Context: an optimization exercise on an open-source flow, tuned for small area and a short achievable clock period. The choices shown serve that exercise and are no tape-out recipe.
At most, simulation tests tie the RTL to the original design; equivalence was not proved.

Design vxe_fma_top, start of the top module:
module vxe_fma_top (
  input  wire logic        clk,
  input  wire logic        nrst,
  input  wire logic        i_vld,
  input  wire logic [31:0] i_a,
  input  wire logic [31:0] i_x,
  input  wire logic [31:0] i_b,
  input  wire logic [3:0]  i_tag,
  output      logic        o_vld,
  output      logic [31:0] o_res,
  output      logic        o_ovf,
  output      logic [3:0]  o_tag,
  output      logic        o_busy
);
For scale: roughly 480 flip-flops, roughly 140 I/O pins, roughly 0.033 mm^2 of cells after synthesis.
export LEC_CHECK = 0
export CAP_MARGIN = 50
export CORE_MARGIN = 2
export CORE_UTILIZATION = 40
export SLEW_MARGIN = 70
export SYNTH_HIERARCHICAL = 1
export SYNTH_MINIMUM_KEEP_SIZE = 0
create_clock -name core_clock -period 10.0 [get_ports {clk}]
run.sh (not shown) runs the stock make flow with config.mk's settings and CLKGATE_MAP_FILE= SYNTH_SCRIPT=/design/flow/synth_recipe.tcl, a recipe that flattens the netlist after the stock synthesis.
Edit:
--- a/flow/config.mk
+++ b/flow/config.mk
@@ -6,8 +6,8 @@
 export NUM_CORES = 4
 export LEC_CHECK = 0
-export CAP_MARGIN = 50
+export CAP_MARGIN = 20
 export CORE_MARGIN = 2
 export CORE_UTILIZATION = 40
-export SLEW_MARGIN = 70
+export SLEW_MARGIN = 20
 export SYNTH_HIERARCHICAL = 1
 export SYNTH_MINIMUM_KEEP_SIZE = 0
- area after synthesis stays the same
- wire length is about the same
- critical path depth is unchanged
No functional check of the RTL was part of any run of this note.

* * *

Setup of main:
Another version of the RTL of vxe_fma_top (not shown whole).
Size: about 2800 cells after synthesis, ~140 I/O pins, roughly 32000 um^2 of cells after synthesis.
export LEC_CHECK = 0
export CAP_MARGIN = 50
export CORE_MARGIN = 2
export CORE_UTILIZATION = 40
export SLEW_MARGIN = 70
export SYNTH_HIERARCHICAL = 1
export SYNTH_MINIMUM_KEEP_SIZE = 0
create_clock -name core_clock -period 10.0 [get_ports {clk}]
diff inputs: main => the feature branch
==> flow/flow/run.sh (new file) <==
#!/bin/bash
set -euo pipefail
bash standard.sh \
  SETUP_SLACK_MARGIN=7.0 \
  MATCH_CELL_FOOTPRINT=0 \
  "BUFFER_PORTS_ARGS=-buffer_cell sky130_fd_sc_hd__buf_2" \
  finish > flow_make.log 2>&1
==> flow/standard.sh (new file) <==
#!/bin/bash
# synth_recipe.tcl (not shown) runs the flow's synth.tcl, then flattens the netlist and writes it again
# the make line also repeats each setting of config.mk as NAME=value (left out here)
make -C /OpenROAD-flow-scripts/flow DESIGN_CONFIG=/design/flow/config.mk WORK_HOME=/design/flow/orfs CLKGATE_MAP_FILE= SYNTH_SCRIPT=/design/flow/synth_recipe.tcl "${@:-finish}"
removed: flow/run.sh
--- outcome ---
Critical path depth (the feature branch over main): increase, 7
The run with more setup slack is the feature branch; main has less.
main → the feature branch: post-CTS repair timing setup buffer count rose 53; register share of the cell area fell 1.5 points; worst hold slack about even.
A timing endpoint of the critical path of o_vld is what main shows, while r2_36_2 belongs to the feature branch.
When the feature branch is set beside main, its multi-input gate area in the final layout turns out to be about 6% larger.
Compared with main, in the feature branch final non-filler cell area grew by about 7%, clock period minus worst slack went down by 0.34 ns, post-route met1 wirelength increased about 7%.

* * *

indigo:
Another version of the RTL of vxe_fma_top (not shown whole).
For scale: about 2900 cells after synthesis, ~140 I/O pins, ~33000 um^2 of cells after synthesis.
export LEC_CHECK = 0
export CAP_MARGIN = 20
export CORE_MARGIN = 2
export CORE_UTILIZATION = 40
export CTS_CLUSTER_DIAMETER = 100
export CTS_CLUSTER_SIZE = 22
export SLEW_MARGIN = 20
export SYNTH_HIERARCHICAL = 1
export SYNTH_MINIMUM_KEEP_SIZE = 0
create_clock -name core_clock -period 10.0 [get_ports {clk}]
standard.sh (not shown) runs the stock make flow with config.mk's settings and CLKGATE_MAP_FILE= SYNTH_SCRIPT=/design/flow/synth_recipe.tcl, a recipe that flattens the netlist after the stock synthesis.
==> flow/flow/run.sh <==
#!/bin/bash
set -euo pipefail
bash standard.sh \
  SETUP_SLACK_MARGIN=6.9 \
  MATCH_CELL_FOOTPRINT=0 \
  "BUFFER_PORTS_ARGS=-buffer_cell sky130_fd_sc_hd__buf_2" \
  finish > flow_make.log 2>&1
indigo: no failed stages, no open violations at the end
Input-level comparison between sierra and indigo:
# indigo
export LEC_CHECK = 0
export CAP_MARGIN = 20
export CORE_MARGIN = 2
export CORE_UTILIZATION = 40
export CTS_CLUSTER_DIAMETER = 100
export CTS_CLUSTER_SIZE = 22
export SLEW_MARGIN = 20
export SYNTH_HIERARCHICAL = 1
export SYNTH_MINIMUM_KEEP_SIZE = 0
create_clock -name core_clock -period 10.0 [get_ports {clk}]
# sierra
export LEC_CHECK = 0
export CAP_MARGIN = 20
export CORE_MARGIN = 2
export CORE_UTILIZATION = 50
export CTS_CLUSTER_DIAMETER = 120
export CTS_CLUSTER_SIZE = 18
export SLEW_MARGIN = 20
export SYNTH_HIERARCHICAL = 1
export SYNTH_MINIMUM_KEEP_SIZE = 0
create_clock -name core_clock -period 10.0 [get_ports {clk}]
==> flow/flow/run.sh <==
#!/bin/bash
set -euo pipefail
bash standard.sh \
  SETUP_SLACK_MARGIN=6.85 \
  MATCH_CELL_FOOTPRINT=0 \
  "BUFFER_PORTS_ARGS=-buffer_cell sky130_fd_sc_hd__buf_1" \
  finish > flow_make.log 2>&1
--- outcome ---
Lower area fraction of clock buffers and clock inverters was reported by sierra, not indigo.
Looking at tap cell count across indigo and sierra, the one that comes out lower is sierra.
Inputs modified between sierra and harbor:
# sierra
export LEC_CHECK = 0
export CAP_MARGIN = 20
export CORE_MARGIN = 2
export CORE_UTILIZATION = 50
export CTS_CLUSTER_DIAMETER = 120
export CTS_CLUSTER_SIZE = 18
export SLEW_MARGIN = 20
export SYNTH_HIERARCHICAL = 1
export SYNTH_MINIMUM_KEEP_SIZE = 0
create_clock -name core_clock -period 10.0 [get_ports {clk}]
# harbor
export LEC_CHECK = 0
export CAP_MARGIN = 20
export CORE_MARGIN = 2
export CORE_UTILIZATION = 40
export CTS_CLUSTER_DIAMETER = 120
export CTS_CLUSTER_SIZE = 18
export SLEW_MARGIN = 20
export SYNTH_HIERARCHICAL = 1
export SYNTH_MINIMUM_KEEP_SIZE = 0
create_clock -name core_clock -period 10.0 [get_ports {clk}]
==> flow/flow/run.sh <==
#!/bin/bash
set -euo pipefail
bash standard.sh \
  SETUP_SLACK_MARGIN=6.9 \
  MATCH_CELL_FOOTPRINT=0 \
  "BUFFER_PORTS_ARGS=-buffer_cell sky130_fd_sc_hd__buf_2" \
  finish > flow_make.log 2>&1
==> comparison <==
| effective utilization at floorplan | harbor vs sierra | 10 points lower |. Post-route clock period utilization of harbor is on par with sierra. Relative to sierra, overall routed net length increased by 380 um in harbor. The setup slack reported for harbor is smaller than that of sierra by 0.015 ns.
Relative to harbor, the following input files were edited for maple:
# harbor
export LEC_CHECK = 0
export CAP_MARGIN = 20
export CORE_MARGIN = 2
export CORE_UTILIZATION = 40
export CTS_CLUSTER_DIAMETER = 120
export CTS_CLUSTER_SIZE = 18
export SLEW_MARGIN = 20
export SYNTH_HIERARCHICAL = 1
export SYNTH_MINIMUM_KEEP_SIZE = 0
create_clock -name core_clock -period 10.0 [get_ports {clk}]
# maple
export LEC_CHECK = 0
export CAP_MARGIN = 20
export CORE_MARGIN = 2
export CORE_UTILIZATION = 50
export CTS_CLUSTER_DIAMETER = 120
export CTS_CLUSTER_SIZE = 18
export SLEW_MARGIN = 20
export SYNTH_HIERARCHICAL = 1
export SYNTH_MINIMUM_KEEP_SIZE = 0
create_clock -name core_clock -period 10.0 [get_ports {clk}]
==> flow/flow/run.sh <==
#!/bin/bash
set -euo pipefail
bash standard.sh \
  SETUP_SLACK_MARGIN=6.9 \
  MATCH_CELL_FOOTPRINT=0 \
  "BUFFER_PORTS_ARGS=-buffer_cell sky130_fd_sc_hd__buf_1" \
  finish > flow_make.log 2>&1
--- outcome ---
STATUS worst setup slack: maple wins against harbor
Both conditions hold for maple: the flow ran to the end and the final layout passed the timing, DRC and antenna checks.
harbor ended up with met5 as its highest routed metal layer; maple ended up with met4.
maple vs harbor — number of global-route vias before repair climbed slightly
Y dimension of the die of maple falls short of that of harbor by more than 10%.
maple vs harbor: area of the core down in maple
Startpoint of the worst setup timing path: o_vld -> maple, o_busy -> harbor
What zinc does differently from maple at the input level:
# maple
export LEC_CHECK = 0
export CAP_MARGIN = 20
export CORE_MARGIN = 2
export CORE_UTILIZATION = 50
export CTS_CLUSTER_DIAMETER = 120
export CTS_CLUSTER_SIZE = 18
export SLEW_MARGIN = 20
export SYNTH_HIERARCHICAL = 1
export SYNTH_MINIMUM_KEEP_SIZE = 0
create_clock -name core_clock -period 10.0 [get_ports {clk}]
# zinc
export LEC_CHECK = 0
export CAP_MARGIN = 20
export CORE_MARGIN = 2
export CORE_UTILIZATION = 50
export CTS_CLUSTER_DIAMETER = 100
export CTS_CLUSTER_SIZE = 22
export SLEW_MARGIN = 20
export SYNTH_HIERARCHICAL = 1
export SYNTH_MINIMUM_KEEP_SIZE = 0
create_clock -name core_clock -period 10.0 [get_ports {clk}]
==> flow/flow/run.sh <==
#!/bin/bash
set -euo pipefail
bash standard.sh \
  SETUP_SLACK_MARGIN=6.95 \
  MATCH_CELL_FOOTPRINT=0 \
  "BUFFER_PORTS_ARGS=-buffer_cell sky130_fd_sc_hd__buf_1" \
  finish > flow_make.log 2>&1
Notes after the runs:
- zinc | stages: all done | timing, DRC, antenna: all pass
- From maple to zinc the numbers moved as follows: clock-buffer cell count climbed 2; multi-input combinational area share -0.56 points.
- Comparing maple against zinc, there is no change at all in max-slew violation count.
- Number of detailed-routing iterations run before antenna repair: lower on maple
- Routed wire length sits higher in zinc than in maple.
- Setup slack ended up 0.031 ns lower on zinc than on maple.
- Area taken by flip-flops and latches: zinc vs maple, no meaningful difference
- Any difference in number of placed cells counting well taps between maple and zinc is small enough to ignore.
- In the tables for maple and zinc, sequential share of layout area reads higher with maple.
The inputs of lagoon differ from those of zinc as listed below.
# zinc
export LEC_CHECK = 0
export CAP_MARGIN = 20
export CORE_MARGIN = 2
export CORE_UTILIZATION = 50
export CTS_CLUSTER_DIAMETER = 100
export CTS_CLUSTER_SIZE = 22
export SLEW_MARGIN = 20
export SYNTH_HIERARCHICAL = 1
export SYNTH_MINIMUM_KEEP_SIZE = 0
create_clock -name core_clock -period 10.0 [get_ports {clk}]
# lagoon
export LEC_CHECK = 0
export CAP_MARGIN = 20
export CORE_MARGIN = 2
export CORE_UTILIZATION = 40
export SLEW_MARGIN = 20
export SYNTH_HIERARCHICAL = 1
export SYNTH_MINIMUM_KEEP_SIZE = 0
create_clock -name core_clock -period 10.0 [get_ports {clk}]
==> flow/flow/run.sh <==
#!/bin/bash
set -euo pipefail
bash standard.sh \
  SETUP_SLACK_MARGIN=6.9 \
  MATCH_CELL_FOOTPRINT=0 \
  "BUFFER_PORTS_ARGS=-buffer_cell sky130_fd_sc_hd__buf_2" \
  finish > flow_make.log 2>&1
## What came out
Changes observed in lagoon relative to zinc: count of buffers from port buffering saw little to no change, minimum clock period went down 0.032 ns, design area went up by 2.3%.
In the flow results for lagoon and zinc, the final weighted congestion of routability-driven global placement is smaller on lagoon.

==> what the ideal ports hide <==
How much do the figures lean on ideal ports? The routed layouts below were timed once more, with nothing changed but the port constraints.
Step 1 (the two cells are an assumption about what drives the block):
set clk [get_ports {clk}]
set_driving_cell -lib_cell sky130_fd_sc_hd__clkbuf_16 $clk
set_driving_cell -lib_cell sky130_fd_sc_hd__buf_2 [delete_from_list [all_inputs] $clk]
Step 2 adds t to the input delays and takes it off the output delays; t is the mean of the earliest and latest rising clock arrival at the registers after step 1. Input paths then give back, and output paths get back, about the clock's delay inside the block.
Three values: no drivers, after step 1, after step 2; two values: the first two.
| run | t, ns | setup slack, ns | hold WS [ns] | worst register clock-pin slew, ns | pins driven straight from the clock port |
|---|---|---|---|---|---|
| the first run of note 1 | 0.673 | 5.969 / 5.969 / 5.969 | 0.323 / 0.323 / 0.323 | 0.06 / 0.06 | 1 |
| the second run of note 1 | 0.682 | 5.630 / 5.630 / 5.630 | 0.325 / 0.325 / 0.325 | 0.06 / 0.06 | 1 |
| main | 0.657 | 6.524 / 6.463 / 6.690 | 0.323 / 0.323 / 0.323 | 0.07 / 0.07 | 1 |
| the feature branch | 0.662 | 6.862 / 6.837 / 6.862 | 0.325 / 0.325 / 0.325 | 0.08 / 0.08 | 1 |
| indigo | 0.632 | 6.908 / 6.846 / 6.941 | 0.329 / 0.329 / 0.329 | 0.09 / 0.09 | 1 |
| sierra | 0.697 | 6.881 / 6.828 / 6.881 | 0.327 / 0.327 / 0.327 | 0.09 / 0.09 | 1 |
| harbor | 0.688 | 6.867 / 6.802 / 6.931 | 0.327 / 0.327 / 0.327 | 0.09 / 0.09 | 1 |
| maple | 0.698 | 6.897 / 6.826 / 6.921 | 0.323 / 0.323 / 0.323 | 0.09 / 0.09 | 1 |
| zinc | 0.690 | 6.866 / 6.798 / 6.960 | 0.328 / 0.328 / 0.328 | 0.10 / 0.10 | 1 |
| lagoon | 0.668 | 6.898 / 6.837 / 6.955 | 0.321 / 0.321 / 0.321 | 0.07 / 0.07 | 1 |
After both steps setup and hold are still met in every run listed.
